This design comes from an exercise in tuning for small area, a short achievable clock period and few clock cycles per item on the open sky130 flow, not from production work. RTL that was checked went through simulation tests only; none was proved equivalent to the original. For run 8, only the layout was checked, not whether the RTL still works.

`design/flow/design.v`:
```
package muldiv_pkg;
  localparam int unsigned XLEN = 32;
  localparam logic [2:0] S_IDLE  = 3'd0;   
  localparam logic [2:0] S_MUL   = 3'd1;   
  localparam logic [2:0] S_DNORM = 3'd2;   
  localparam logic [2:0] S_DIV   = 3'd3;   
  localparam logic [2:0] S_DFIX  = 3'd4;   
endpackage
module div_step (
  input  logic [32:0] r,
  input  logic [33:0] x,
  input  logic        cin,
  input  logic [36:0] sum,
  input  logic        rneg,
  output logic [32:0] r_out,
  output logic        q
);
  logic [33:0] ra, t, g;
  logic        zero;
  assign ra   = {r[32], r};
  assign t    = ra ^ x;
  assign g    = {ra[32:0] | x[32:0], cin};
  assign zero = (t == g);
  assign q     = rneg ? (sum[36] | zero) : ~sum[36];
  assign r_out = q ? sum[32:0] : r;
endmodule
import muldiv_pkg::*;
module muldiv_ctrl (
  input  logic            clk,
  input  logic            resetn,
  input  logic            op_valid,
  input  logic [1:0]      mult,
  input  logic [1:0]      div,
  input  logic [1:0]      mfhl,
  input  logic [1:0]      mthl,
  input  logic [XLEN-1:0] src_a,
  input  logic [XLEN-1:0] src_b,
  input  logic            flush,
  output logic            stall,
  output logic            busy,
  output logic [XLEN-1:0] hi,
  output logic [XLEN-1:0] lo,
  output logic [XLEN-1:0] mf_data
);
  logic [2:0]  state;
  logic [4:0]  cnt;       
  logic [32:0] R;         
  logic [31:0] Q;         
  logic [33:0] X;         
  logic        dsub;      
  logic        rneg;      
  logic        qneg;      
  logic        msgn;      
  logic [1:0]  mlen;      
  logic any_op, accept;
  assign any_op  = |{mult, div, mfhl, mthl};
  assign busy    = (state != S_IDLE);
  assign stall   = op_valid & any_op & busy & ~flush;
  assign accept  = op_valid & ~busy & ~flush;
  assign mf_data = mfhl[1] ? hi : lo;
  function automatic [1:0] blen;
    input [31:0] x;
    input        sg;
    begin
      if (sg && x[31])
        blen = (&x[31:7])  ? 2'd0 :
               (&x[31:15]) ? 2'd1 :
               (&x[31:23]) ? 2'd2 : 2'd3;
      else
        blen = (~|x[31:8])  ? 2'd0 :
               (~|x[31:16]) ? 2'd1 :
               (~|x[31:24]) ? 2'd2 : 2'd3;
    end
  endfunction
  function automatic [5:0] bitlen;
    input [31:0] x;
    integer i;
    begin
      bitlen = 6'd0;
      for (i = 0; i < 32; i = i + 1)
        if (x[i]) bitlen = 6'(i + 1);
    end
  endfunction
  logic        msg, dsg, sa, sb;
  logic [1:0]  la, lb;
  logic        swap;
  logic [31:0] m_op, x_op;
  logic [31:0] a_mag, b_mag;    
  logic [31:0] a_smear;
  logic        div_zero_q;
  logic [5:0]  na, nb;
  logic [5:0]  shd;
  assign msg = mult[0];
  assign dsg = div[0];
  assign la  = blen(src_a, msg);
  assign lb  = blen(src_b, msg);
  assign swap = (la < lb);
  assign m_op = swap ? src_a : src_b;
  assign x_op = swap ? src_b : src_a;
  assign sa = dsg & src_a[31];
  assign sb = dsg & src_b[31];
  assign a_mag = sa ? {~src_a[30:0], 1'b1} : src_a;
  assign b_mag = sb ? (~src_b | 32'd1) : src_b;
  always_comb begin
    a_smear = a_mag;
    a_smear = a_smear | (a_smear >> 1);
    a_smear = a_smear | (a_smear >> 2);
    a_smear = a_smear | (a_smear >> 4);
    a_smear = a_smear | (a_smear >> 8);
    a_smear = a_smear | (a_smear >> 16);
  end
  assign div_zero_q = |(b_mag & ~a_smear);
  assign na  = bitlen(a_mag);
  assign nb  = bitlen(b_mag);
  assign shd = na - nb;
  logic        m_last, neg3, in_div, cin;
  logic [3:0]  nib;
  logic [36:0] xe, r0, r1, r2, r3, msum;
  logic [32:0] m_rn;
  logic [31:0] m_qn;
  logic [64:0] m_p;
  logic [31:0] m_hi, m_lo;
  assign m_last = (cnt == 5'd0);
  assign in_div = (state == S_DIV);
  assign neg3   = msgn & m_last & ~in_div;
  assign nib    = in_div ? 4'b0001 : Q[3:0];
  assign cin    = in_div ? dsub : (Q[3] & neg3);
  assign xe     = {{3{X[33]}}, X};
  assign r0     = nib[0] ? xe : 37'd0;
  assign r1     = nib[1] ? {xe[35:0], 1'b0} : 37'd0;
  assign r2     = nib[2] ? {xe[34:0], 2'b0} : 37'd0;
  assign r3     = nib[3] ? ({xe[33:0], 3'b0} ^ {37{neg3}}) : 37'd0;
  assign msum   = {{4{R[32]}}, R} + r0 + r1 + r2 + r3 + {36'd0, cin};
  assign m_rn   = msum[36:4];
  assign m_qn   = {msum[3:0], Q[31:4]};
  assign m_p    = {m_rn, m_qn};
  always_comb begin
    case (mlen)
      2'd3:    {m_hi, m_lo} = m_p[63:0];
      2'd2:    {m_hi, m_lo} = {{7{m_p[64]}},  m_p[64:8]};
      2'd1:    {m_hi, m_lo} = {{15{m_p[64]}}, m_p[64:16]};
      default: {m_hi, m_lo} = {{23{m_p[64]}}, m_p[64:24]};
    endcase
  end
  logic [32:0] d_rn;
  logic        d_q;
  logic [31:0] d_qn;
  logic [33:0] x_norm;
  div_step u_div_step (
    .r    (R),
    .x    (X),
    .cin  (dsub),
    .sum  (msum),
    .rneg (rneg),
    .r_out(d_rn),
    .q    (d_q)
  );
  assign d_qn   = {Q[30:0], d_q};
  assign x_norm = (X << cnt) ^ {34{dsub}};
  always_ff @(posedge clk or negedge resetn) begin
    if (!resetn) begin
      state <= S_IDLE;
      hi    <= '0;
      lo    <= '0;
    end else begin
      if (flush) begin
        state <= S_IDLE;
      end else begin
        case (state)
          S_IDLE: if (accept) begin
            if (mthl[1]) hi <= src_a;
            if (mthl[0]) lo <= src_a;
            if (|mult) state <= S_MUL;
            if ((|div) && (src_b != 32'd0)) begin
              if (div_zero_q) begin
                hi <= src_a;
                lo <= 32'd0;
              end else begin
                state <= S_DNORM;
              end
            end
          end
          S_MUL: if (m_last) begin
            hi    <= m_hi;
            lo    <= m_lo;
            state <= S_IDLE;
          end
          S_DNORM: state <= S_DIV;
          S_DIV: if (m_last) begin
            if (qneg) begin
              state <= S_DFIX;
            end else begin
              hi    <= d_rn[31:0];
              lo    <= d_qn;
              state <= S_IDLE;
            end
          end
          S_DFIX: begin
            hi    <= R[31:0];
            lo    <= -Q;
            state <= S_IDLE;
          end
          default: state <= S_IDLE;
        endcase
      end
    end
  end
  always_ff @(posedge clk) begin
    if (state == S_IDLE) begin
      if (|mult) begin
        R    <= 33'd0;
        Q    <= m_op;
        X    <= {{2{msg & x_op[31]}}, x_op};
        msgn <= msg & m_op[31];
        mlen <= swap ? la : lb;
        cnt  <= {(swap ? la : lb), 1'b1};
      end else begin
        R    <= {sa, src_a};
        Q    <= 32'd0;
        X    <= {{2{sb}}, src_b};
        dsub <= (sa == sb);
        rneg <= sa;
        qneg <= sa ^ sb;
        cnt  <= shd[4:0];
      end
    end else if (state == S_MUL) begin
      cnt <= cnt - 5'd1;
      R   <= m_rn;
      Q   <= m_qn;
    end else if (state == S_DNORM) begin
      X   <= x_norm;
    end else if (state == S_DIV) begin
      cnt <= cnt - 5'd1;
      R   <= d_rn;
      Q   <= d_qn;
      X   <= {X[33], X[33:1]};
    end
  end
endmodule
```
`design/flow/flow/run.sh`:
```
#!/bin/bash
# Layout: the standard flow (standard.sh), with two resizer settings changed:
# MATCH_CELL_FOOTPRINT=0 lets sizing pick any drive strength of a cell, and the
# port buffers are plain buffers (buf_2) instead of delay cells.  Every port
# still gets its buffer.  The full make output goes to standard_flow.log.
set -euo pipefail
bash standard.sh MATCH_CELL_FOOTPRINT=0 "BUFFER_PORTS_ARGS=-buffer_cell sky130_fd_sc_hd__buf_2" finish > standard_flow.log 2>&1
```
`design/flow/standard.sh`:
```
#!/bin/bash
# synth_recipe.tcl (not shown) runs the flow's synth.tcl, then flattens the netlist and writes it again
# the make line also repeats each setting of config.mk as NAME=value (left out here)
make -C /OpenROAD-flow-scripts/flow DESIGN_CONFIG=/design/flow/config.mk WORK_HOME=/design/flow/orfs CLKGATE_MAP_FILE= SYNTH_SCRIPT=/design/flow/synth_recipe.tcl "${@:-finish}"
```
`design/flow/config.mk`:
```
export PLATFORM = sky130hd
export DESIGN_NAME = muldiv_ctrl
export DESIGN_NICKNAME = muldiv_ctrl
export VERILOG_FILES = /design/flow/design.v
export SDC_FILE = /design/flow/constraint.sdc
export NUM_CORES = 4
export LEC_CHECK = 0
export ABC_AREA = 1
export CAP_MARGIN = 20
export CORE_MARGIN = 2
export CORE_UTILIZATION = 40
export SETUP_SLACK_MARGIN = 3.5
export SLEW_MARGIN = 20
```
`design/flow/constraint.sdc`:
```
create_clock -name core_clock -period 10.0 [get_ports {clk}]
set_input_delay 2.0000 -clock core_clock [delete_from_list [all_inputs] [get_ports {clk}]]
set_output_delay 2.0000 -clock core_clock [all_outputs]
set_load 0.01 [all_outputs]
```
==> impl_metrics.py, run 1 <==
metrics = {
    "run_status": {
        "status": "complete, no violations",
    },
    "critical_path": {
        "crit_path_top_delay_cell": "o21ai_0",
        "cp_data_required_time_ns": 10.36,
        "max_stage_delay_ns": 0.60,
        "path_class": "flip-flop to flip-flop",
        "crit_arrival_ns": 6.76,
        "path_common_cell": "nand2_1",
        "crit_path_max_fanout": 12,
        "critPathLaunchType": "flip-flop",
        "worstSetupEndpointType": "flip-flop",
    },
    "detailed_routing": {
        "via_per_inst": 6.20,
        "vias": 26503,
        "drc": 0,
        "first_pass_iters": 7,
        "drtAntennaViolNets": 0,
        "drt-total-wl_microns": 118000,
        "wl_per_cell_microns": 27.7,
        "drtIter0Drc": 3833,
    },
    "placed_design": {
        "place_hpwl_microns": 88200,
        "placed_area_sq_um": 24400,
        "port_buffers": 173,
        "gp_congestion": 1.04,
    },
    "synthesis": {
        "synth_cell_types": 60,
        "syn_area_per_cell_sq_um": 6.70,
        "syn_area_sq_um": 23000,
        "yosysMostFrequentCell": "nand2_1",
        "synth_seq_cells": 177,
        "synth_edf_count": 110,
        "yosys-top-cells-area": "edfxtp_1 (14%), nand2_1 (12%), o21ai_0 (10%)",
        "synth-seq-area-share": 0.216,
        "synthesis.nets": 3697,
        "synthCells": 3438,
        "synth_top_area_frac": 0.144,
        "yosys.area.top_type": "edfxtp_1",
        "yosys_warnings": 1,
        "synth_commonest_cells": "nand2_1 (736), o21ai_0 (458), inv_1 (364)",
        "ys.flop_type": "edfxtp_1",
        "synthArstFlopShare": 0.379,
    },
    "sta": {
        "finalCriticalPeriod_ns": 6.39,
        "final.setup.tns_ns": 0,
        "slew_headroom": 0.342,
        "hold_violations": 0,
        "setup_viol_count_final": 0,
        "rsz0062_at_grt": "false",
        "slew_violations": 0,
        "max_freq_mhz": 156,
        "skew_ns": 0.0244,
        "fin_crit_sh": 0.639,
        "tightestPinTransition_ns": 0.984,
    },
    "clock_network": {
        "cts.reportedPaths.clkPinSlew_ns": 0.08,
        "cts_hold_buf": 0,
        "clkLatencyLatePin_ns": 0.51,
        "cts_root_buf": "clkbuf_16",
        "htreeDepth": 4,
        "cts_made_buffers": 17,
        "numClockSinks": 177,
        "cts_tree": "done",
        "cts_max_path_buffers": 2,
    },
    "global_routing": {
        "grt_start_max_net_pins": 76,
        "antenna_found_initial": 2,
        "grt_pass1_vias": 24631,
        "grt.total_usage": 0.389,
        "grt_pass1_wl_microns": 170000,
        "grt-ovfl-total": 0,
    },
    "floorplan": {
        "start_util": 0.407,
        "core.rowCount": 87,
        "die_x_microns": 244,
        "num_io_pins": 174,
        "die_h_microns": 244,
        "core_sq_um": 56600,
        "dieArea_sq_um": 59500,
    },
    "final_layout": {
        "fin_nets": 3762,
        "area_growth_pct": 11.2,
        "design_area_sq_um": 25600,
        "drive_above_1_share": 0.0995,
    },
    "flow_run": {
        "max_cap_viol_count": 0,
    },
    "hold_path": {
        "hp-class": "flip-flop to flip-flop",
    },
}
## per-layer routing
metal / global-route usage / wire (microns) / vias to the layer above
met1: 0.523 / 47400 / 12594
li1: - / - / 11879
met2: 0.570 / 50100 / 1703
met5: 0 / 0 / -
met3: 0.0813 / 12600 / 327
met4: 0.235 / 8210 / 0
## layout by cell type (no fill, tap or decap), types with 18 or more instances in the layout
cell and count:
a21oi_1 215, a22oi_1 21, a31oi_1 23, buf_2 172, buf_4 51, clkbuf_16 24, clkinv_1 37, dfrtp_1 66
edfxtp_1 110, fa_1 106, ha_1 75, inv_1 359, mux2i_1 28, nand2_1 730, nand3_1 80, nand4_1 37
nor2_1 331, nor3_1 30, nor4_1 25, o211ai_1 64, o21ai_0 453, o21ai_1 76, o221ai_1 81, o22ai_1 42
xnor2_1 18, xor2_1 89
## final timing paths
kind | slack [ns] | cells after the start | endpoint | from
max in group asynchronous | 7.69 | 1 | state[0]$_DFFE_PN0P_ | resetn
min in group asynchronous | 1.65 | 1 | hi[30]$_DFFE_PN0P_ | resetn
max reg2reg | 3.61 | 30 | lo[18]$_DFFE_PN0P_ | state[0]$_DFFE_PN0P_
min | 0.52 | 2 | lo[16]$_DFFE_PN0P_ | lo[16]$_DFFE_PN0P_
min reg2reg | 0.52 | 2 | lo[16]$_DFFE_PN0P_ | lo[16]$_DFFE_PN0P_
max | 3.61 | 30 | lo[18]$_DFFE_PN0P_ | state[0]$_DFFE_PN0P_
## critical path, delay by kind of cell (launching register included)
kind / cells / cell delay, ns
adder cells (fa/ha/maj): 5 / 2.14
XOR/XNOR: 1 / 0.26
AO/OA/AOI/OAI: 5 / 1.35
flip-flops: 1 / 0.45
buffers and inverters: 5 / 0.61
AND/OR/NAND/NOR: 14 / 1.44
## what timing repair did
| action | CTS | global route |
|---|---|---|
| gates cloned | 4 | 3 |
| pin swaps | 3 | 8 |
| buffers inserted | 6 | 14 |
| setup endpoints to repair | 86 | 77 |
| resized for setup | 20 | 34 |
## layout make-up
| class | count | area, sq um |
|---|---|---|
| clock inverter | 8 | 91.3 |
| clock buffer | 24 | 578 |
| multi-input combinational | 2662 | 16000 |
| inverter | 408 | 1540 |
| sequential | 177 | 4980 |
| fill | 6118 | 31000 |
| antenna | 5 | 12.5 |
| timing repair buffer | 236 | 1500 |
| tap | 756 | 946 |
| timing repair inverter | 1 | 5.00 |
## cell families after synthesis
logic type                 after synthesis  synth area share
buffers and inverters                  603             0.102
muxes                                   28            0.0122
DFF                                    177             0.216
AOI/OAI and AO/OA                     1051             0.265
and+or+nand+nor                       1283             0.228
xor gates and xnor gates               113            0.0430
adders and majority gates              183             0.134
## flip-flops by register name, indices dropped and copies added, names as in the netlist
| register | cells |
|---|---|
| X | 34 |
| R | 33 |
| Q | 32 |
| hi | 32 |
| lo | 32 |
| cnt | 5 |
| state | 3 |
| mlen | 2 |
| dsub | 1 |
| msgn | 1 |
| qneg | 1 |
| rneg | 1 |
## per-stage QoR
stage	util	std cells	hold WS (ns)	setup WS, ns
2_1_floorplan	-	3438	0.504	3.78
3_3_place_gp	0.430	4210	0.490	2.65
3_5_place_dp	0.430	4210	0.502	2.47
4_1_cts	0.445	4252	0.520	3.49
5_1_grt	0.452	4272	0.549	3.47
6_report	0.452	4277	0.520	3.61
Testbench counts, summed over its fixed seeds: cycles 13,461, items 4,800.
==> run 2, diff against run 1 <==
--- a/design/flow/config.mk
+++ b/design/flow/config.mk
@@ -9,5 +9,5 @@
 export CAP_MARGIN = 20
 export CORE_MARGIN = 2
 export CORE_UTILIZATION = 40
-export SETUP_SLACK_MARGIN = 3.5
+export SETUP_SLACK_MARGIN = 4
 export SLEW_MARGIN = 20
==> impl_metrics.py, run 2 <==
metrics = {
    "sta": {
        "slew_violations": 0,
        "slew_headroom": 0.204,
        "final.setup.tns_ns": 0,
        "rsz0062_at_grt": "true",
        "finalCriticalPeriod_ns": 5.85,
        "hold_violations": 0,
        "tightestPinTransition_ns": 1.19,
        "max_freq_mhz": 171,
        "fin_crit_sh": 0.585,
        "setup_ws_ns": 4.15,
        "skew_ns": 0.0211,
        "setup_viol_count_final": 0,
        "holdWs_ns": 0.521,
    },
    "detailed_routing": {
        "wl_met2_microns": 50900,
        "drt-total-wl_microns": 122000,
        "drtIter0Drc": 3925,
        "vias": 26880,
        "top_layer_used": "met5",
        "dr_wl_met3_microns": 13600,
        "wl_met1_microns": 48600,
        "via_per_inst": 6.23,
        "drc": 0,
        "wl_per_cell_microns": 28.2,
        "drtAntennaViolNets": 0,
        "first_pass_iters": 6,
    },
    "critical_path": {
        "crit_arrival_ns": 6.26,
        "path_common_cell": "nand2_1",
        "worstSetupEndpointType": "flip-flop",
        "path_class": "flip-flop to flip-flop",
        "crit_path_max_fanout": 7,
        "critPathLaunchType": "flip-flop",
        "crit_path_top_delay_cell": "fa_1",
        "max_stage_delay_ns": 0.60,
        "cp_data_required_time_ns": 10.40,
        "r2r_slack_ns": 4.15,
    },
    "synthesis": {
        "yosysMostFrequentCell": "nand2_1",
        "synth_top_area_frac": 0.144,
        "synthesis.nets": 3697,
        "yosys.area_share.simple": 0.228,
        "synthArstFlopShare": 0.379,
        "syn_area_per_cell_sq_um": 6.70,
        "synth_top_family_by_area": "compound AO/OA/AOI/OAI gates",
        "yosys.area.top_type": "edfxtp_1",
        "synth_commonest_cells": "nand2_1 (736), o21ai_0 (458), inv_1 (364)",
        "synthMuxAreaShare": 0.0122,
        "synth_edf_count": 110,
        "synth_compound_area_frac": 0.265,
        "yosys_warnings": 1,
        "yosys-top-cells-area": "edfxtp_1 (14%), nand2_1 (12%), o21ai_0 (10%)",
        "synthXorXnorAreaFrac": 0.0430,
        "synth_cell_types": 60,
        "synth_fa_ha_area_frac": 0.134,
        "synth-seq-area-share": 0.216,
        "synth_seq_cells": 177,
        "synthCells": 3438,
        "syn_area_sq_um": 23000,
        "ys.flop_type": "edfxtp_1",
    },
    "global_routing": {
        "grt_pass1_wl_microns": 172000,
        "grt_start_max_net_pins": 76,
        "grt_pass1_vias": 24627,
        "grt-ovfl-total": 0,
        "grt.total_usage": 0.395,
        "antenna_found_initial": 5,
    },
    "final_layout": {
        "fin_nets": 3798,
        "layout.cells.non_filler": 4312,
        "final_common_cell": "nand2_1",
        "top_register": "X",
        "largest_reg_flops": 34,
        "reg_top3": "X x34, R x33",
        "final_cell_mix": "nand2_1 (717), o21ai_0 (428), inv_1 (350), nor2_1 (323), a21oi_1 (202)",
        "drive_above_1_share": 0.133,
        "area_growth_pct": 15.0,
    },
    "floorplan": {
        "dieArea_sq_um": 59500,
        "die_x_microns": 244,
        "start_util": 0.407,
        "core_sq_um": 56600,
        "core.rowCount": 87,
        "die_h_microns": 244,
        "num_io_pins": 174,
    },
    "clock_network": {
        "cts_max_path_buffers": 2,
        "cts_made_buffers": 17,
        "cts_root_buf": "clkbuf_16",
        "cts_tree": "done",
        "cts.reportedPaths.clkPinSlew_ns": 0.08,
        "numClockSinks": 177,
        "clkLatencyLatePin_ns": 0.52,
        "htreeDepth": 4,
    },
    "run_status": {
        "status": "complete, no violations",
    },
    "placed_design": {
        "place_inst": 4209,
        "pre_cts_slack_ns": 2.71,
        "place_hpwl_microns": 88600,
        "port_buffers": 173,
        "gp_congestion": 1.02,
    },
    "hold_path": {
        "hp-class": "flip-flop to flip-flop",
    },
    "flow_run": {
        "max_cap_viol_count": 0,
    },
}
run 2: cell types whose count changed in the layout (fill, tap and decap cells not counted), sizes merged:
cell,change
buf,+29
clkinvlp,+3
inv,+3
clkinv,+1
diode,-1
nand2,+1
nor2,-1
run 2: area by class of cell:
cell class | instances | area [sq um]
Multi-Input combinational cell | 2662 | 16500
Clock buffer | 19 | 454
Sequential cell | 177 | 4980
Clock inverter | 13 | 135
Tap cell | 756 | 946
Inverter | 408 | 1550
Timing Repair inverter | 3 | 23.8
Antenna cell | 4 | 10.0
Timing Repair Buffer | 270 | 1840
Fill cell | 6085 | 30100
run 2: logic make-up (layout without fill, tap and decap cells):
family,count (synthesis),count (layout)
multiplexers,28,28
XOR/XNOR,113,113
AND/OR/NAND/NOR,1283,1285
buffers and inverters,603,713
AO/OA/AOI/OAI,1051,1053
flip-flops,177,177
other,0,4
adder cells (fa/ha/maj),183,183
run 2: path summary, 6_finish.rpt:
path                                       from              endpoint  cells past startpoint
min                          lo[12]$_DFFE_PN0P_    lo[12]$_DFFE_PN0P_                      2
min in group asynchronous                resetn    hi[28]$_DFFE_PN0P_                      1
max reg2reg                state[2]$_DFFE_PN0P_    hi[10]$_DFFE_PN0P_                     35
min reg2reg                  lo[12]$_DFFE_PN0P_    lo[12]$_DFFE_PN0P_                      2
max                        state[2]$_DFFE_PN0P_    hi[10]$_DFFE_PN0P_                     35
max in group asynchronous                resetn  state[2]$_DFFE_PN0P_                      1
run 2: metrics by stage:
stage | cell area (sq um) | utilization
after floorplan | 23000 | -
after global placement | 24400 | 0.430
after detailed placement | 24400 | 0.430
after CTS | 25500 | 0.451
after global routing | 26500 | 0.468
final | 26500 | 0.468
run 2: critical path, delay by kind of cell, from the launching register on:
kind | cells | cell delay [ns]
fa+ha+maj | 5 | 2.13
simple gates | 18 | 1.65
compound gates | 5 | 0.67
buf+inv | 6 | 0.64
flops | 1 | 0.45
xor+xnor | 1 | 0.19
run 2: metal layers:
layer  vias up  global-route usage
met2      1792               0.573
met4         4               0.225
met1     12774               0.542
met3       356              0.0824
li1      11954                   -
met5         -                   0
run 2: what timing repair did:
action | 4_1_cts | 5_1_grt
setup endpoints to repair | 90 | 124
resized for setup | 71 | 150
hold buffers | 0 | 0
cloned | 8 | 6
buffers inserted | 19 | 33
pin swaps | 11 | 37
==> run 3, diff against run 2 <==
--- a/design/flow/config.mk
+++ b/design/flow/config.mk
@@ -8,6 +8,6 @@
 export ABC_AREA = 1
 export CAP_MARGIN = 20
 export CORE_MARGIN = 2
-export CORE_UTILIZATION = 40
+export CORE_UTILIZATION = 50
 export SETUP_SLACK_MARGIN = 4
 export SLEW_MARGIN = 20
==> impl_metrics.py, run 3 <==
metrics = {
    "synthesis": {
        "synth_edf_count": 110,
        "synthArstFlopShare": 0.379,
        "yosys_warnings": 1,
        "yosys.area.top_type": "edfxtp_1",
        "synth_commonest_cells": "nand2_1 (736), o21ai_0 (458), inv_1 (364)",
        "syn_area_sq_um": 23000,
        "synth_top_area_frac": 0.144,
        "synth_cell_types": 60,
        "yosys-top-cells-area": "edfxtp_1 (14%), nand2_1 (12%), o21ai_0 (10%)",
        "syn_area_per_cell_sq_um": 6.70,
        "synthCells": 3438,
        "ys.flop_type": "edfxtp_1",
        "synth_seq_cells": 177,
        "synthesis.nets": 3697,
        "yosysMostFrequentCell": "nand2_1",
        "synth-seq-area-share": 0.216,
    },
    "sta": {
        "hold_violations": 0,
        "tightestPinTransition_ns": 1.10,
        "final.setup.tns_ns": 0,
        "setup_viol_count_final": 0,
        "skew_ns": 0.0148,
        "max_freq_mhz": 165,
        "fin_crit_sh": 0.606,
        "finalCriticalPeriod_ns": 6.06,
        "rsz0062_at_grt": "true",
        "setup_ws_ns": 3.94,
        "slew_violations": 0,
        "slew_headroom": 0.263,
        "holdWs_ns": 0.520,
    },
    "detailed_routing": {
        "drtIter0Drc": 4818,
        "drt-total-wl_microns": 119000,
        "vias": 27836,
        "first_pass_iters": 10,
        "via_per_inst": 6.70,
        "drtAntennaViolNets": 0,
        "drc": 0,
        "wl_per_cell_microns": 28.7,
    },
    "global_routing": {
        "grt_pass1_vias": 25628,
        "antenna_found_initial": 4,
        "grt-ovfl-total": 0,
        "grt_pass1_wl_microns": 170000,
        "grt.total_usage": 0.486,
        "grt_start_max_net_pins": 75,
    },
    "critical_path": {
        "cp_data_required_time_ns": 10.37,
        "worstSetupEndpointType": "flip-flop",
        "r2r_slack_ns": 3.94,
        "critPathLaunchType": "flip-flop",
        "max_stage_delay_ns": 0.54,
        "path_common_cell": "fa_1",
        "crit_path_top_delay_cell": "fa_1",
        "crit_path_max_fanout": 14,
        "crit_arrival_ns": 6.43,
        "path_class": "flip-flop to flip-flop",
    },
    "clock_network": {
        "cts_tree": "done",
        "cts.reportedPaths.clkPinSlew_ns": 0.09,
        "numClockSinks": 177,
        "clkLatencyLatePin_ns": 0.51,
        "cts_hold_buf": 0,
        "cts_root_buf": "clkbuf_16",
        "cts_made_buffers": 17,
        "htreeDepth": 4,
        "cts_max_path_buffers": 2,
    },
    "floorplan": {
        "core_sq_um": 45400,
        "die_h_microns": 219,
        "num_io_pins": 174,
        "die_x_microns": 219,
        "dieArea_sq_um": 47800,
        "start_util": 0.507,
        "core.rowCount": 78,
    },
    "final_layout": {
        "final_cell_mix": "nand2_1 (716), o21ai_0 (436), inv_1 (350), nor2_1 (321), a21oi_1 (204)",
        "fin_nets": 3798,
        "design_area_sq_um": 26400,
        "reg_top3": "X x34, R x33",
        "final_common_cell": "nand2_1",
        "area_growth_pct": 14.9,
        "top_register": "X",
        "largest_reg_flops": 34,
        "drive_above_1_share": 0.136,
    },
    "placed_design": {
        "gp_congestion": 1.09,
        "port_buffers": 173,
        "place_hpwl_microns": 88100,
        "placed_area_sq_um": 24200,
        "pre_cts_slack_ns": 2.47,
    },
    "flow_run": {
        "max_cap_viol_count": 0,
    },
    "hold_path": {
        "hp-class": "flip-flop to flip-flop",
    },
    "run_status": {
        "status": "complete, no violations",
    },
}
==> run 3: cells by family after synthesis <==
family,Yosys count,synth area share
AO/OA/AOI/OAI,1051,0.265
XOR/XNOR,113,0.0430
adder cells (fa/ha/maj),183,0.134
buffers and inverters,603,0.102
flip-flops,177,0.216
multiplexers,28,0.0122
AND/OR/NAND/NOR,1283,0.228
==> run 3: layer usage <==
layer | wire length, microns | global-route usage
met5 | 35 | 0
met4 | 9560 | 0.305
met3 | 17800 | 0.187
met2 | 49200 | 0.709
met1 | 42700 | 0.602
==> run 3: metrics by stage <==
step           std cells   util
3_3_place_gp        4052  0.532
5_1_grt             4152  0.582
4_1_cts             4111  0.558
6_report            4157  0.583
3_5_place_dp        4054  0.533
2_1_floorplan       3438      -
==> run 3: worst paths after layout <==
kind / end / from / cells after the start
hold / removal: lo[4]$_DFFE_PN0P_ / lo[4]$_DFFE_PN0P_ / 2
setup / recovery: lo[25]$_DFFE_PN0P_ / state[2]$_DFFE_PN0P_ / 27
max in group asynchronous: state[2]$_DFFE_PN0P_ / resetn / 1
setup reg to reg: lo[25]$_DFFE_PN0P_ / state[2]$_DFFE_PN0P_ / 27
hold reg to reg: lo[4]$_DFFE_PN0P_ / lo[4]$_DFFE_PN0P_ / 2
min in group asynchronous: lo[16]$_DFFE_PN0P_ / resetn / 1
==> run 3: area by class of cell <==
| type | instances | area (sq um) |
|---|---|---|
| antenna | 5 | 12.5 |
| sequential | 177 | 4980 |
| timing repair buffer | 270 | 1850 |
| clock inverter | 15 | 161 |
| inverter | 408 | 1560 |
| tap | 600 | 751 |
| timing repair inverter | 2 | 16.3 |
| clock buffer | 17 | 425 |
| fill | 4447 | 18900 |
| multi-input combinational | 2663 | 16700 |
==> run 3: worst max-delay path, delay by kind of cell (launching register included) <==
kind	cells	cell delay (ns)
XOR/XNOR	1	0.21
buffers and inverters	5	0.66
AND/OR/NAND/NOR	10	1.42
AO/OA/AOI/OAI	7	1.40
adder cells (fa/ha/maj)	4	1.79
flip-flops	1	0.43
==> run 3: repair_timing <==
item                                    4_1_cts  5_1_grt
endpoints found under the setup margin      103      110
gates resized for setup                      82      148
setup buffers                                21       31
gates cloned                                  4        9
pin swaps                                    19       46
==> run 4, diff against run 3 <==
--- a/design/flow/design.v
+++ b/design/flow/design.v
@@ -187,17 +187,11 @@
           end
           S_DNORM: state <= S_DIV;
           S_DIV: if (m_last) begin
-            if (qneg) begin
-              state <= S_DFIX;
-            end else begin
-              hi    <= d_rn[31:0];
-              lo    <= d_qn;
-              state <= S_IDLE;
-            end
+            state <= S_DFIX;
           end
           S_DFIX: begin
             hi    <= R[31:0];
-            lo    <= -Q;
+            lo    <= qneg ? -Q : Q;
             state <= S_IDLE;
           end
           default: state <= S_IDLE;
--- a/design/flow/config.mk
+++ b/design/flow/config.mk
@@ -8,6 +8,6 @@
 export ABC_AREA = 1
 export CAP_MARGIN = 20
 export CORE_MARGIN = 2
-export CORE_UTILIZATION = 50
-export SETUP_SLACK_MARGIN = 4
+export CORE_UTILIZATION = 40
+export SETUP_SLACK_MARGIN = 3.75
 export SLEW_MARGIN = 20
==> impl_metrics.py, run 4 <==
metrics = {
    "critical_path": {
        "max_stage_delay_ns": 0.54,
        "worst_r2r_endpoint": "R[6]$_DFFE_PP_",
        "crit_arrival_ns": 6.21,
        "worstReg2RegStart": "state[2]$_DFFE_PN0P_",
        "path_common_cell": "nand2_1",
        "critPathLaunchType": "flip-flop",
        "worst-r2r-cell-count": 33,
        "r2r_slack_ns": 4.01,
        "crit_path_top_delay_cell": "fa_1",
        "cp_data_required_time_ns": 10.21,
        "crit_path_max_fanout": 17,
        "path_class": "flip-flop to flip-flop",
        "worstSetupEndpointType": "flip-flop",
    },
    "final_layout": {
        "reg_top3": "X x34, R x33",
        "area_growth_pct": 10.6,
        "largest_reg_flops": 34,
        "final_cell_mix": "nand2_1 (540), o21ai_0 (326), inv_1 (313), nor2_1 (305), a21oi_1 (229)",
        "antennaDiodeCount": 0,
        "design_area_sq_um": 24300,
        "fin_nets": 3410,
        "fin_util": 0.450,
        "drive_above_1_share": 0.120,
        "final_common_cell": "nand2_1",
        "top_register": "X",
    },
    "placed_design": {
        "port_buffers": 173,
        "placed_area_sq_um": 23300,
        "pre_cts_slack_ns": 2.57,
        "place_hpwl_microns": 83300,
        "gp_congestion": 1.01,
    },
    "sta": {
        "tightestPinTransition_ns": 1.11,
        "fin_crit_sh": 0.599,
        "final.setup.tns_ns": 0,
        "max_freq_mhz": 167,
        "rsz0062_at_grt": "false",
        "skew_ns": 0.0260,
        "setup_ws_ns": 4.01,
        "finalCriticalPeriod_ns": 5.99,
        "holdWs_ns": 0.599,
        "slew_headroom": 0.257,
        "setup_viol_count_final": 0,
        "hold_violations": 0,
        "slew_violations": 0,
    },
    "hold_path": {
        "hp-start": "lo[8]$_DFFE_PN0P_",
        "hold_depth": 2,
        "hp-class": "flip-flop to flip-flop",
        "hold_end": "lo[8]$_DFFE_PN0P_",
    },
    "synthesis": {
        "synth_top_area_frac": 0.150,
        "yosys-top-cells-area": "edfxtp_1 (15%), fa_1 (9.6%), nand2_1 (9.3%)",
        "synthesis.nets": 3335,
        "synth_cell_types": 67,
        "synth-seq-area-share": 0.226,
        "yosys.area.top_type": "edfxtp_1",
        "synth_commonest_cells": "nand2_1 (547), o21ai_0 (329), inv_1 (315)",
        "synthCells": 3076,
        "synthArstFlopShare": 0.379,
        "synth_edf_count": 110,
        "yosysMostFrequentCell": "nand2_1",
        "ys.flop_type": "edfxtp_1",
        "syn_area_per_cell_sq_um": 7.16,
        "syn_area_sq_um": 22000,
        "yosys_warnings": 1,
        "synth_seq_cells": 177,
    },
    "detailed_routing": {
        "vias": 24564,
        "wl_per_cell_microns": 28.4,
        "drc": 0,
        "via_per_inst": 6.36,
        "drtIter0Drc": 3517,
        "drt-total-wl_microns": 110000,
        "first_pass_iters": 7,
        "drtAntennaViolNets": 0,
    },
    "floorplan": {
        "dieArea_sq_um": 56900,
        "num_io_pins": 174,
        "core_sq_um": 54100,
        "start_util": 0.407,
        "die_x_microns": 239,
        "die_h_microns": 239,
        "core.rowCount": 85,
    },
    "clock_network": {
        "clkLatencyLatePin_ns": 0.51,
        "cts_max_path_buffers": 2,
        "cts.reportedPaths.clkPinSlew_ns": 0.09,
        "cts_tree": "done",
        "cts_root_buf": "clkbuf_16",
        "cts_made_buffers": 17,
        "numClockSinks": 177,
        "htreeDepth": 4,
    },
    "global_routing": {
        "antenna_found_initial": 2,
        "grt_pass1_wl_microns": 158000,
        "grt_start_max_net_pins": 70,
        "grt.total_usage": 0.379,
        "grt_pass1_vias": 23014,
        "grt-ovfl-total": 0,
    },
    "run_status": {
        "status": "complete, no violations",
    },
    "flow_run": {
        "max_cap_viol_count": 0,
    },
}
run 4: cell types whose count changed in the layout (fill, tap and decap cells not counted), sizes merged, moves of 19 or more:
cell,previous run,this run
inv,379,338
o211ai,64,88
o21ai,539,367
o221ai,81,121
buf,261,230
nand2,747,561
a31oi,25,44
nor2,348,320
run 4: repair_timing:
item,in CTS,in global routing
gates cloned,5,3
buffers inserted,11,10
pin swaps,4,9
endpoints found under the setup margin,101,88
gates resized for setup,26,22
hold buffers,0,0
run 4: worst max-delay path by stage:
stage                               startpoint               to  slack, ns  cells past startpoint
after floorplan               cnt[0]$_DFFE_PP_   R[0]$_DFFE_PP_       3.76                     40
after global placement        cnt[3]$_DFFE_PP_  R[22]$_DFFE_PP_       2.68                     33
after detailed placement      cnt[3]$_DFFE_PP_  R[14]$_DFFE_PP_       2.57                     33
after CTS                 state[2]$_DFFE_PN0P_  R[17]$_DFFE_PP_       3.77                     33
after global routing          cnt[0]$_DFFE_PP_  R[15]$_DFFE_PP_       3.73                     37
final                     state[2]$_DFFE_PN0P_   R[6]$_DFFE_PP_       4.01                     33
run 4: per-layer routing:
layer  part of all wire  track usage  vias up
li1                   -            -    10919
met1               0.40        0.504    11879
met2               0.43        0.564     1482
met3               0.11       0.0976      282
met4              0.056        0.194        2
met5             0.0013       0.0182        -
run 4: kinds of logic after synthesis:
| kind of cell | after synthesis | share of synthesized area |
|---|---|---|
| DFF | 177 | 0.226 |
| AOI/OAI and AO/OA | 990 | 0.281 |
| xor gates and xnor gates | 114 | 0.0457 |
| and+or+nand+nor | 1040 | 0.196 |
| buffers and inverters | 546 | 0.0994 |
| muxes | 26 | 0.0118 |
| adders and majority gates | 183 | 0.140 |
run 4: per-stage QoR:
stage	cells
final	3860
after CTS	3847
after global routing	3860
after global placement	3799
after detailed placement	3799
after floorplan	3076
run 4: area by class of cell:
cell class	count	area [sq um]
timing repair inverter	1	5.00
tap	696	871
inverter	364	1370
fill	5642	29800
multi-input combinational	2357	15100
clock buffer	18	439
sequential	177	4980
timing repair buffer	233	1410
clock inverter	14	151
run 4: worst max-delay path, delay by kind of cell, from the launching register on:
kind,cells,cell delay (ns)
simple gates,21,2.29
compound gates,4,0.49
fa+ha+maj,5,2.07
flops,1,0.47
buf+inv,3,0.37
Testbench counts of run 4, summed over its fixed seeds: cycles 13,744, items 4,800.
==> run 5, diff against run 4 <==
--- a/design/flow/config.mk
+++ b/design/flow/config.mk
@@ -9,5 +9,5 @@
 export CAP_MARGIN = 20
 export CORE_MARGIN = 2
 export CORE_UTILIZATION = 40
-export SETUP_SLACK_MARGIN = 3.75
+export SETUP_SLACK_MARGIN = 4
 export SLEW_MARGIN = 20
==> impl_metrics.py, run 5 <==
metrics = {
    "clock_network": {
        "cts.reportedPaths.clkPinSlew_ns": 0.09,
        "cts_made_buffers": 17,
        "clkLatencyLatePin_ns": 0.50,
        "cts_max_path_buffers": 2,
        "numClockSinks": 177,
        "cts_root_buf": "clkbuf_16",
        "cts_tree": "done",
        "htreeDepth": 4,
    },
    "floorplan": {
        "num_io_pins": 174,
        "core_sq_um": 54100,
        "dieArea_sq_um": 56900,
        "die_x_microns": 239,
        "core.rowCount": 85,
        "die_h_microns": 239,
        "start_util": 0.407,
    },
    "final_layout": {
        "top_register": "X",
        "final_common_cell": "nand2_1",
        "area_growth_pct": 12.1,
        "fin_nets": 3428,
        "ff_latch_area_sq_um": 4980,
        "final_cell_mix": "nand2_1 (533), o21ai_0 (323), inv_1 (309), nor2_1 (303), a21oi_1 (229)",
        "design_area_sq_um": 24700,
        "n_fill_cell": 5617,
        "largest_reg_flops": 34,
        "drive_above_1_share": 0.133,
        "layout.cells.non_filler": 3880,
        "multi_input_area_sq_um": 15200,
        "reg_top3": "X x34, R x33",
    },
    "synthesis": {
        "yosys_warnings": 1,
        "ys.flop_type": "edfxtp_1",
        "synth-seq-area-share": 0.226,
        "synth_edf_count": 110,
        "synthCells": 3076,
        "synth_cell_types": 67,
        "yosys-top-cells-area": "edfxtp_1 (15%), fa_1 (9.6%), nand2_1 (9.3%)",
        "yosysMostFrequentCell": "nand2_1",
        "synth_top_area_frac": 0.150,
        "synthesis.nets": 3335,
        "synth_commonest_cells": "nand2_1 (547), o21ai_0 (329), inv_1 (315)",
        "synth_seq_cells": 177,
        "yosys.area.top_type": "edfxtp_1",
        "syn_area_sq_um": 22000,
        "syn_area_per_cell_sq_um": 7.16,
        "synthArstFlopShare": 0.379,
    },
    "sta": {
        "fin_crit_sh": 0.577,
        "rsz0062_at_grt": "false",
        "holdWs_ns": 0.598,
        "max_freq_mhz": 173,
        "setup_viol_count_final": 0,
        "finalCriticalPeriod_ns": 5.77,
        "final.setup.tns_ns": 0,
        "tightestPinTransition_ns": 1.09,
        "hold_violations": 0,
        "skew_ns": 0.0204,
        "slew_headroom": 0.269,
        "slew_violations": 0,
    },
    "critical_path": {
        "crit_path_max_fanout": 5,
        "max_stage_delay_ns": 0.69,
        "cp_data_required_time_ns": 10.42,
        "worstSetupEndpointType": "flip-flop",
        "critPathLaunchType": "flip-flop",
        "path_common_cell": "nand2_1",
        "crit_arrival_ns": 6.19,
        "path_class": "flip-flop to flip-flop",
        "crit_path_top_delay_cell": "xor2_1",
    },
    "detailed_routing": {
        "drt-total-wl_microns": 111000,
        "first_pass_iters": 6,
        "via_per_inst": 6.40,
        "wl_per_cell_microns": 28.6,
        "drtIter0Drc": 3375,
        "drc": 0,
        "drtAntennaViolNets": 0,
        "vias": 24816,
    },
    "flow_run": {
        "max_cap_viol_count": 0,
    },
    "global_routing": {
        "grt-ovfl-total": 0,
        "antenna_found_initial": 4,
        "grt.total_usage": 0.383,
        "grt_pass1_vias": 23229,
        "grt_start_max_net_pins": 70,
        "grt_pass1_wl_microns": 159000,
    },
    "hold_path": {
        "hp-class": "flip-flop to flip-flop",
    },
    "placed_design": {
        "port_buffers": 173,
        "place_hpwl_microns": 84300,
        "gp_congestion": 0.999,
        "place_inst": 3796,
        "placed_area_sq_um": 23200,
    },
    "run_status": {
        "status": "complete, no violations",
    },
}
run 5: worst paths after layout:
| path | start | endpoint | slack [ns] | cells past startpoint |
|---|---|---|---|---|
| min reg2reg | lo[17]$_DFFE_PN0P_ | lo[17]$_DFFE_PN0P_ | 0.60 | 2 |
| max reg2reg | state[0]$_DFFE_PN0P_ | lo[27]$_DFFE_PN0P_ | 4.23 | 30 |
| min | lo[17]$_DFFE_PN0P_ | lo[17]$_DFFE_PN0P_ | 0.60 | 2 |
| max | state[0]$_DFFE_PN0P_ | lo[27]$_DFFE_PN0P_ | 4.23 | 30 |
| min in group asynchronous | resetn | hi[20]$_DFFE_PN0P_ | 1.51 | 2 |
| max in group asynchronous | resetn | hi[1]$_DFFE_PN0P_ | 7.88 | 3 |
run 5: cells by family after synthesis:
logic type	after synthesis	synth area share
adder cells (fa/ha/maj)	183	0.140
buffers and inverters	546	0.0994
XOR/XNOR	114	0.0457
AO/OA/AOI/OAI	990	0.281
flip-flops	177	0.226
multiplexers	26	0.0118
AND/OR/NAND/NOR	1040	0.196
run 5: layout make-up:
type                    instances  share of cell area
well taps                     696              0.0353
clock buffers                  18              0.0174
diodes                          2            0.000203
repair buffers                251              0.0650
repair inverters                1            0.000203
flip-flops and latches        177               0.202
clock inverters                14             0.00654
multi-input cells            2357               0.618
inverters                     364              0.0557
run 5: what timing repair did:
action	CTS	global route
hold buffers	0	0
cloned	7	2
gates resized for setup	38	46
buffers inserted	23	17
pin swaps	11	22
setup endpoints to repair	111	94
run 5: worst max-delay path: cells and delay by family, from the launching register on:
kind / cells / cell delay [ns]
AO/OA/AOI/OAI: 3 / 0.64
buffers and inverters: 6 / 0.80
flip-flops: 1 / 0.40
adder cells (fa/ha/maj): 4 / 1.76
AND/OR/NAND/NOR: 16 / 1.41
XOR/XNOR: 1 / 0.69
run 5: through the flow:
stage	setup WS, ns	util
after floorplan	4.03	-
after global placement	2.83	0.429
after detailed placement	2.65	0.429
after CTS	4.01	0.449
after global routing	3.96	0.456
final	4.23	0.456
run 5: per-layer routing:
metal  part of all wire  GRT usage  vias to the layer above
met5            0.00013          0                        -
li1                   -          -                    10942
met2               0.43      0.567                     1534
met3               0.11     0.0985                      344
met4              0.067      0.228                        2
met1               0.40      0.503                    11994
==> run 6, diff against run 5 <==
--- a/design/flow/config.mk
+++ b/design/flow/config.mk
@@ -9,5 +9,5 @@
 export CAP_MARGIN = 20
 export CORE_MARGIN = 2
 export CORE_UTILIZATION = 40
-export SETUP_SLACK_MARGIN = 4
+export SETUP_SLACK_MARGIN = 4.25
 export SLEW_MARGIN = 20
==> impl_metrics.py, run 6 <==
metrics = {
    "critical_path": {
        "worst-r2r-cell-count": 29,
        "worst_r2r_endpoint": "hi[21]$_DFFE_PN0P_",
        "critPathTopFamily": "adder cells",
        "crit_path_top_delay_cell": "fa_1",
        "path_common_cell": "buf_12",
        "crit_path_start": "state[2]$_DFFE_PN0P_",
        "path_class": "flip-flop to flip-flop",
        "cp_data_required_time_ns": 10.41,
        "path_buf_inv": 8,
        "worstSetupEndpointType": "flip-flop",
        "r2r_slack_ns": 4.33,
        "max_stage_delay_ns": 0.52,
        "crit_path_max_fanout": 12,
        "crit_arrival_ns": 6.08,
        "critPathLaunchType": "flip-flop",
        "worstReg2RegStart": "state[2]$_DFFE_PN0P_",
        "cp-endpoint": "hi[21]$_DFFE_PN0P_",
        "crit_cells": 29,
    },
    "global_routing": {
        "grt.total_usage": 0.390,
        "grt-ovfl-total": 0,
        "grt_pass1_wl_microns": 162000,
        "grt_start_max_net_pins": 69,
        "antenna_found_initial": 3,
        "grt_pass1_vias": 23405,
    },
    "final_layout": {
        "area_growth_pct": 14.1,
        "largest_reg_flops": 34,
        "top_register": "X",
        "reg_top3": "X x34, R x33",
        "final_common_cell": "nand2_1",
        "fin_util": 0.464,
        "drive_above_1_share": 0.154,
        "final_cell_mix": "nand2_1 (522), o21ai_0 (320), inv_1 (308), nor2_1 (300), a21oi_1 (213)",
        "fin_nets": 3435,
    },
    "sta": {
        "finalCriticalPeriod_ns": 5.67,
        "tightestPinTransition_ns": 1.12,
        "holdWs_ns": 0.598,
        "final.setup.tns_ns": 0,
        "hold_violations": 0,
        "slew_headroom": 0.256,
        "skew_ns": 0.0191,
        "fin_crit_sh": 0.567,
        "rsz0062_at_grt": "true",
        "setup_viol_count_final": 0,
        "max_freq_mhz": 176,
        "slew_violations": 0,
    },
    "clock_network": {
        "cts_root_buf": "clkbuf_16",
        "numClockSinks": 177,
        "cts_tree": "done",
        "cts_hold_buf": 0,
        "htreeDepth": 4,
        "cts.reportedPaths.clkPinSlew_ns": 0.08,
        "cts_made_buffers": 17,
        "cts_max_path_buffers": 2,
        "clkLatencyLatePin_ns": 0.51,
    },
    "floorplan": {
        "core.rowCount": 85,
        "core_sq_um": 54100,
        "num_io_pins": 174,
        "die_x_microns": 239,
        "start_util": 0.407,
        "die_h_microns": 239,
        "dieArea_sq_um": 56900,
    },
    "placed_design": {
        "port_buffers": 173,
        "place_hpwl_microns": 85800,
        "gp_congestion": 1.00,
    },
    "synthesis": {
        "synth-seq-area-share": 0.226,
        "syn_area_per_cell_sq_um": 7.16,
        "synth_cell_types": 67,
        "synth_edf_count": 110,
        "yosys.area.top_type": "edfxtp_1",
        "synthArstFlopShare": 0.379,
        "synthesis.nets": 3335,
        "syn_area_sq_um": 22000,
        "synth_commonest_cells": "nand2_1 (547), o21ai_0 (329), inv_1 (315)",
        "synthCells": 3076,
        "yosysMostFrequentCell": "nand2_1",
        "synth_seq_cells": 177,
        "yosys-top-cells-area": "edfxtp_1 (15%), fa_1 (9.6%), nand2_1 (9.3%)",
        "ys.flop_type": "edfxtp_1",
        "yosys_warnings": 1,
        "synth_top_area_frac": 0.150,
    },
    "detailed_routing": {
        "via_per_inst": 6.39,
        "drtIter0Drc": 3332,
        "drtAntennaViolNets": 0,
        "drt-total-wl_microns": 113000,
        "first_pass_iters": 6,
        "drc": 0,
        "wl_per_cell_microns": 29.2,
        "vias": 24821,
    },
    "flow_run": {
        "max_cap_viol_count": 0,
    },
    "run_status": {
        "status": "complete, no violations",
    },
    "hold_path": {
        "hp-class": "flip-flop to flip-flop",
    },
}
run 6: logic make-up after synthesis:
| logic type | share of synthesized area |
|---|---|
| AO/OA/AOI/OAI | 0.281 |
| XOR/XNOR | 0.0457 |
| adder cells (fa/ha/maj) | 0.140 |
| buffers and inverters | 0.0994 |
| flip-flops | 0.226 |
| multiplexers | 0.0118 |
| AND/OR/NAND/NOR | 0.196 |
run 6: cell type report:
cell class / count / area [sq um]
timing repair inverter: 1 / 5.00
timing repair buffer: 256 / 1610
tap: 696 / 871
clock buffer: 17 / 425
fill: 5591 / 29000
inverter: 364 / 1380
clock inverter: 15 / 138
sequential: 177 / 4980
multi-input combinational: 2359 / 15700
antenna: 1 / 2.50
run 6: tightest hold or removal path: cells and delay by family, from the launching register on:
kind | cells | cell delay (ns)
buffers and inverters | 1 | 0.07
AOI/OAI and AO/OA | 1 | 0.08
DFF | 1 | 0.40
run 6: layer usage:
metal	GRT usage	routed length, microns
met1	0.523	45600
met2	0.593	49700
met3	0.0822	11400
met4	0.198	6660
met5	0	0
run 6: how the worst min path moves through the flow:
stage	startpoint	end	slack, ns	cells after the start
after detailed placement	lo[6]$_DFFE_PN0P_	lo[6]$_DFFE_PN0P_	0.58	2
after global routing	lo[6]$_DFFE_PN0P_	lo[6]$_DFFE_PN0P_	0.61	2
final	lo[19]$_DFFE_PN0P_	lo[19]$_DFFE_PN0P_	0.60	2
after CTS	lo[19]$_DFFE_PN0P_	lo[19]$_DFFE_PN0P_	0.59	2
after floorplan	state[1]$_DFFE_PN0P_	state[0]$_DFFE_PN0P_	0.54	2
after global placement	lo[6]$_DFFE_PN0P_	lo[6]$_DFFE_PN0P_	0.57	2
run 6: stage by stage:
step	worst slack, ns	instance area, sq um	std cells
floorplan	4.25	22100	3076
global placement	2.73	23300	3800
detailed placement	2.57	23300	3800
CTS	4.25	24400	3870
global route	4.16	25100	3886
finish	4.33	25100	3886
run 6: repair_timing:
item                                    4_1_cts  5_1_grt
setup buffers                                31       13
gates cloned                                  7        2
endpoints found under the setup margin      120      103
pin swaps                                    20       39
resized for setup                            52      115
==> run 7, diff against run 6 <==
--- a/design/flow/config.mk
+++ b/design/flow/config.mk
@@ -6,8 +6,8 @@
 export NUM_CORES = 4
 export LEC_CHECK = 0
 export ABC_AREA = 1
-export CAP_MARGIN = 20
+export CAP_MARGIN = 10
 export CORE_MARGIN = 2
 export CORE_UTILIZATION = 40
-export SETUP_SLACK_MARGIN = 4.25
-export SLEW_MARGIN = 20
+export SETUP_SLACK_MARGIN = 4
+export SLEW_MARGIN = 10
==> impl_metrics.py, run 7 <==
metrics = {
    "sta": {
        "final.setup.tns_ns": 0,
        "setup_ws_ns": 4.21,
        "hold_violations": 0,
        "tightestPinTransition_ns": 1.12,
        "slew_headroom": 0.243,
        "holdWs_ns": 0.597,
        "finalCriticalPeriod_ns": 5.79,
        "skew_ns": 0.0216,
        "setup_viol_count_final": 0,
        "rsz0062_at_grt": "false",
        "fin_crit_sh": 0.579,
        "slew_violations": 0,
        "max_freq_mhz": 173,
    },
    "critical_path": {
        "cp_data_required_time_ns": 10.41,
        "crit_path_max_fanout": 5,
        "path_buf_inv": 5,
        "worstReg2RegStart": "cnt[0]$_DFFE_PP_",
        "worstSetupEndpointType": "flip-flop",
        "path_common_cell": "nand2_1",
        "critPathTopFamily": "adder cells",
        "crit_path_start": "cnt[0]$_DFFE_PP_",
        "crit_path_top_delay_cell": "fa_2",
        "path_class": "flip-flop to flip-flop",
        "max_stage_delay_ns": 0.44,
        "crit_arrival_ns": 6.20,
        "critPathLaunchType": "flip-flop",
    },
    "global_routing": {
        "grt_busiest_layer": "met2",
        "antenna_found_initial": 4,
        "grt_pass1_vias": 23229,
        "grt_use_met3": 0.0985,
        "grt_pass1_wl_microns": 159000,
        "grt-ovfl-total": 0,
        "use_met1": 0.503,
        "use_met2": 0.567,
        "grt.total_usage": 0.383,
        "grt_start_max_net_pins": 70,
    },
    "detailed_routing": {
        "via_per_inst": 6.43,
        "wl_per_cell_microns": 28.7,
        "first_pass_iters": 7,
        "drt-total-wl_microns": 111000,
        "drc": 0,
        "drtIter0Drc": 3345,
        "vias": 24923,
        "drtAntennaViolNets": 0,
    },
    "clock_network": {
        "cts_max_path_buffers": 2,
        "clkLatencyLatePin_ns": 0.50,
        "cts_root_buf": "clkbuf_16",
        "htreeDepth": 4,
        "cts_made_buffers": 17,
        "cts_tree": "done",
        "numClockSinks": 177,
        "cts_hold_buf": 0,
        "cts.reportedPaths.clkPinSlew_ns": 0.09,
    },
    "synthesis": {
        "synth_commonest_cells": "nand2_1 (547), o21ai_0 (329), inv_1 (315)",
        "synth_top_area_frac": 0.150,
        "yosys_warnings": 1,
        "synth_edf_count": 110,
        "synthArstFlopShare": 0.379,
        "synthCells": 3076,
        "yosys-top-cells-area": "edfxtp_1 (15%), fa_1 (9.6%), nand2_1 (9.3%)",
        "synth-seq-area-share": 0.226,
        "synth_cell_types": 67,
        "synthesis.nets": 3335,
        "ys.flop_type": "edfxtp_1",
        "syn_area_per_cell_sq_um": 7.16,
        "syn_area_sq_um": 22000,
        "synth_seq_cells": 177,
        "yosysMostFrequentCell": "nand2_1",
        "yosys.area.top_type": "edfxtp_1",
    },
    "hold_path": {
        "hp-start": "lo[17]$_DFFE_PN0P_",
        "hp-class": "flip-flop to flip-flop",
    },
    "floorplan": {
        "num_io_pins": 174,
        "start_util": 0.407,
        "dieArea_sq_um": 56900,
        "core.rowCount": 85,
        "die_x_microns": 239,
        "die_h_microns": 239,
        "core_sq_um": 54100,
    },
    "final_layout": {
        "n_fill_cell": 5620,
        "design_area_sq_um": 24600,
        "largest_reg_flops": 34,
        "reg_top3": "X x34, R x33",
        "final_common_cell": "nand2_1",
        "final_cell_mix": "nand2_1 (533), o21ai_0 (323), inv_1 (309), nor2_1 (303), a21oi_1 (229)",
        "area_growth_pct": 11.9,
        "drive_above_1_share": 0.133,
        "antennaDiodeCount": 0,
        "fin_nets": 3427,
        "top_register": "X",
    },
    "placed_design": {
        "gp_congestion": 0.999,
        "place_hpwl_microns": 84300,
        "port_buffers": 173,
        "placed_area_sq_um": 23200,
        "pre_cts_slack_ns": 2.65,
    },
    "run_status": {
        "status": "complete, no violations",
    },
    "flow_run": {
        "max_cap_viol_count": 0,
    },
}
## run 7: cell counts after synthesis
Identical to the previous run, type by type.
## run 7: what timing repair did
item	CTS	global route
setup buffers	23	17
cloned	7	2
endpoints found under the setup margin	111	94
resized for setup	38	46
pin swaps	11	22
## run 7: kinds of logic (layout without fill, tap and decap cells)
logic type,Yosys count,in the layout,synth area share
XOR/XNOR,114,114,0.0457
buffers and inverters,546,647,0.0994
AO/OA/AOI/OAI,990,990,0.281
flip-flops,177,177,0.226
AND/OR/NAND/NOR,1040,1044,0.196
adder cells (fa/ha/maj),183,183,0.140
multiplexers,26,26,0.0118
## run 7: area by class of cell
type / count / area (sq um) / share of cell area
Clock buffer: 18 / 429 / 0.0174
Clock inverter: 14 / 161 / 0.00655
Inverter: 364 / 1370 / 0.0557
Multi-Input combinational cell: 2357 / 15200 / 0.619
Sequential cell: 177 / 4980 / 0.202
Tap cell: 696 / 871 / 0.0353
Timing Repair Buffer: 250 / 1580 / 0.0640
Timing Repair inverter: 1 / 5.00 / 0.000203
## run 7: layer usage
layer  wire, microns  vias up
li1                -    10934
met1           43900    12005
met2           47400     1622
met3           12300      358
met4            7540        4
met5              25        -
## run 7: worst register-to-register path: cells and delay by family, from the launching register on
family / cells / cell delay [ns]
adders and majority gates: 6 / 1.73
buffers and inverters: 5 / 0.53
xor gates and xnor gates: 1 / 0.31
AOI/OAI and AO/OA: 4 / 1.01
DFF: 1 / 0.43
and+or+nand+nor: 18 / 1.71
## run 7: path summary, 6_finish.rpt
path,cells after the start,endpoint,slack (ns)
max,34,lo[26]$_DFFE_PN0P_,4.21
min,2,lo[17]$_DFFE_PN0P_,0.60
min in group asynchronous,2,hi[17]$_DFFE_PN0P_,1.75
max in group asynchronous,2,state[2]$_DFFE_PN0P_,7.52
min reg2reg,2,lo[17]$_DFFE_PN0P_,0.60
max reg2reg,34,lo[26]$_DFFE_PN0P_,4.21
## run 7: through the flow
step	instances	util
2_1_floorplan	3076	-
3_3_place_gp	3796	0.429
3_5_place_dp	3796	0.429
4_1_cts	3858	0.449
5_1_grt	3877	0.455
6_report	3877	0.455
==> run 8, diff against run 7 <==
--- a/design/flow/design.v
+++ b/design/flow/design.v
@@ -172,12 +172,7 @@
             if (mthl[0]) lo <= src_a;
             if (|mult) state <= S_MUL;
             if ((|div) && (src_b != 32'd0)) begin
-              if (div_zero_q) begin
-                hi <= src_a;
-                lo <= 32'd0;
-              end else begin
-                state <= S_DNORM;
-              end
+              state <= div_zero_q ? S_DFIX : S_DNORM;
             end
           end
           S_MUL: if (m_last) begin
--- a/design/flow/config.mk
+++ b/design/flow/config.mk
@@ -6,8 +6,8 @@
 export NUM_CORES = 4
 export LEC_CHECK = 0
 export ABC_AREA = 1
-export CAP_MARGIN = 10
+export CAP_MARGIN = 20
 export CORE_MARGIN = 2
 export CORE_UTILIZATION = 40
 export SETUP_SLACK_MARGIN = 4
-export SLEW_MARGIN = 10
+export SLEW_MARGIN = 20
==> impl_metrics.py, run 8 <==
metrics = {
    "synthesis": {
        "synth_top_area_frac": 0.154,
        "synthesis.nets": 3265,
        "synthArstFlopShare": 0.379,
        "synth_commonest_cells": "nand2_1 (487), o21ai_0 (387), inv_1 (339)",
        "yosys_warnings": 1,
        "yosysMostFrequentCell": "nand2_1",
        "syn_area_per_cell_sq_um": 7.14,
        "yosys-top-cells-area": "edfxtp_1 (15%), fa_1 (9.9%), o21ai_0 (9.0%)",
        "synthCells": 3006,
        "yosys.area.top_type": "edfxtp_1",
        "ys.flop_type": "edfxtp_1",
        "synth_seq_cells": 177,
        "synth_cell_types": 64,
        "synth-seq-area-share": 0.232,
        "synth_edf_count": 110,
        "syn_area_sq_um": 21500,
    },
    "floorplan": {
        "num_io_pins": 174,
        "core.rowCount": 84,
        "die_x_microns": 236,
        "core_sq_um": 52900,
        "dieArea_sq_um": 55500,
        "die_h_microns": 236,
        "start_util": 0.406,
    },
    "sta": {
        "slew_violations": 0,
        "final.setup.tns_ns": 0,
        "slew_headroom": 0.249,
        "tightestPinTransition_ns": 1.12,
        "setup_viol_count_final": 0,
        "hold_violations": 0,
        "finalCriticalPeriod_ns": 6.05,
        "rsz0062_at_grt": "true",
        "skew_ns": 0.0188,
        "fin_crit_sh": 0.605,
        "max_freq_mhz": 165,
    },
    "detailed_routing": {
        "first_pass_iters": 6,
        "drc": 0,
        "drtAntennaViolNets": 0,
        "vias": 24070,
        "wl_per_cell_microns": 28.6,
        "via_per_inst": 6.31,
        "drt-total-wl_microns": 109000,
        "drtIter0Drc": 3160,
    },
    "critical_path": {
        "cp_data_required_time_ns": 10.18,
        "path_buf_inv": 4,
        "critPathLaunchType": "input port",
        "critPathTopFamily": "simple AND/OR/NAND/NOR gates",
        "crit_arrival_ns": 6.23,
        "max_stage_delay_ns": 0.82,
        "path_class": "input port to flip-flop",
        "worstSetupEndpointType": "flip-flop",
        "worstPathCellList": "buf_2, inv_1, nor4_1, a21oi_1, ha_1, nand2_1, nand2_4, inv_1, nor2_1, inv_2, o21ai_0, o221ai_1",
        "crit_path_top_delay_cell": "o21ai_0",
        "path_common_cell": "inv_1",
        "crit_path_max_fanout": 67,
    },
    "global_routing": {
        "grt_pass1_wl_microns": 156000,
        "grt_pass1_vias": 22711,
        "antenna_found_initial": 2,
        "grt.total_usage": 0.381,
        "grt_start_max_net_pins": 68,
        "grt-ovfl-total": 0,
    },
    "final_layout": {
        "multi_input_area_sq_um": 14800,
        "final_cell_mix": "nand2_1 (478), o21ai_0 (374), inv_1 (334), nor2_1 (291), a21oi_1 (184)",
        "top_register": "X",
        "drive_above_1_share": 0.130,
        "reg_top3": "X x34, R x33",
        "design_area_sq_um": 24200,
        "fin_nets": 3370,
        "largest_reg_flops": 34,
        "ff_latch_area_sq_um": 4980,
        "final_common_cell": "nand2_1",
        "n_fill_cell": 5512,
        "area_growth_pct": 12.9,
    },
    "clock_network": {
        "cts_tree": "done",
        "cts_max_path_buffers": 2,
        "cts_root_buf": "clkbuf_16",
        "clkLatencyLatePin_ns": 0.51,
        "cts_made_buffers": 17,
        "numClockSinks": 177,
        "htreeDepth": 4,
        "cts.reportedPaths.clkPinSlew_ns": 0.08,
    },
    "hold_path": {
        "hp-class": "flip-flop to flip-flop",
    },
    "placed_design": {
        "gp_congestion": 1.01,
        "placed_area_sq_um": 22900,
        "place_hpwl_microns": 83800,
        "port_buffers": 173,
    },
    "run_status": {
        "status": "complete, no violations",
    },
    "flow_run": {
        "max_cap_viol_count": 0,
    },
}
run 8: cell types whose count changed in the layout (fill, tap and decap cells not counted), moves of 13 or more:
cell	change
o21ai_0	+51
nand3_1	+22
a21oi_1	-45
nand2_1	-55
o221ai_1	-21
a41oi_1	-13
inv_1	+25
a211oi_1	+23
a31oi_1	-29
a2bb2oi_1	+25
o211ai_1	-32
run 8: metal layers:
| metal | routed length, microns | GRT usage | vias up |
|---|---|---|---|
| met2 | 45700 | 0.558 | 1533 |
| met4 | 6280 | 0.194 | 2 |
| met1 | 44800 | 0.509 | 11598 |
| met5 | 13 | 0 | - |
| li1 | - | - | 10625 |
| met3 | 12200 | 0.112 | 312 |
run 8: cell families after synthesis:
logic type | count (synthesis) | share of synthesized area
buf+inv | 562 | 0.102
mux | 24 | 0.0112
flops | 177 | 0.232
fa+ha+maj | 183 | 0.144
xor+xnor | 117 | 0.0477
compound gates | 942 | 0.267
simple gates | 1001 | 0.197
run 8: layout make-up:
type,instances,share of cell area
Timing Repair Buffer,246,0.0636
Inverter,397,0.0616
Tap cell,688,0.0355
Multi-Input combinational cell,2272,0.608
Clock buffer,18,0.0186
Sequential cell,177,0.205
Antenna cell,3,0.000310
Clock inverter,14,0.00650
run 8: timing repair:
item / in CTS / in global routing
setup endpoints to repair: 106 / 101
setup buffers: 7 / 18
cloned: 3 / 5
hold buffers: 0 / 0
gates resized for setup: 33 / 66
pin swaps: 4 / 13
run 8: metrics by stage:
stage | hold WS (ns) | cells | util | worst slack (ns)
3_3_place_gp | 0.520 | 3746 | 0.433 | 2.80
6_report | 0.539 | 3815 | 0.459 | 3.95
4_1_cts | 0.543 | 3788 | 0.449 | 4.00
5_1_grt | 0.573 | 3812 | 0.459 | 3.88
2_1_floorplan | 0.534 | 3006 | - | 4.09
3_5_place_dp | 0.531 | 3746 | 0.433 | 2.79
run 8: path summary, 6_finish.rpt:
check / startpoint / end / slack (ns) / depth (start not counted)
worst max register to register: cnt[0]$_DFFE_PP_ / lo[22]$_DFFE_PN0P_ / 4.08 / 28
max in group asynchronous: resetn / state[0]$_DFFE_PN0P_ / 7.56 / 2
worst max-delay path: src_a[31] / X[20]$_DFFE_PP_ / 3.95 / 12
worst min-delay path: lo[22]$_DFFE_PN0P_ / lo[22]$_DFFE_PN0P_ / 0.54 / 2
worst min register to register: lo[22]$_DFFE_PN0P_ / lo[22]$_DFFE_PN0P_ / 0.54 / 2
min in group asynchronous: resetn / lo[25]$_DFFE_PN0P_ / 1.73 / 2
run 8: worst reg2reg max path: cells and delay by family (launching register included):
kind	cells	cell delay (ns)
AND/OR/NAND/NOR	10	1.12
XOR/XNOR	1	0.71
flip-flops	1	0.45
buffers and inverters	6	0.67
adder cells (fa/ha/maj)	6	1.76
AO/OA/AOI/OAI	5	1.11

[separate check: timing with driven ports]
The results above use ideal ports. As a check the final layouts listed here were re-extracted and re-timed, cells and wires unchanged. Step 1 sets driving cells, clkbuf_16 on the clock port and buf_2 on the other inputs (assumed; they add their load-dependent delay and slew). Step 2 moves the port delays by t, midway between the first and last clock arrival at a register: inputs arrive t later, outputs are due t later. That takes back most of the time a late clock gives input paths. a / b / c = ideal / step 1 / step 2; a / b = the first two.
run | shift t [ns] | slack for setup (ns) | worst setup path after step 2 | worst data-port slew with drivers (ns)
run 1 | 0.566 | 3.606 / 3.606 / 3.291 | input to register | 0.04
run 2 | 0.573 | 4.148 / 4.148 / 3.722 | input to register | 0.07
run 3 | 0.565 | 3.943 / 3.943 / 3.735 | input to register | 0.04
run 4 | 0.559 | 4.007 / 4.007 / 3.730 | input to register | 0.03
run 5 | 0.556 | 4.227 / 4.227 / 3.904 | input to register | 0.04
run 6 | 0.564 | 4.328 / 4.328 / 4.094 | input to register | 0.07
run 7 | 0.555 | 4.214 / 4.214 / 3.832 | input to register | 0.04
run 8 | 0.554 | 3.949 / 3.984 / 3.430 | input to register | 0.04
After both steps setup and hold are still met in every run listed. The setup slack of run 8, which loses most, moves by +0.035 ns with the drivers and by -0.519 ns with both steps.
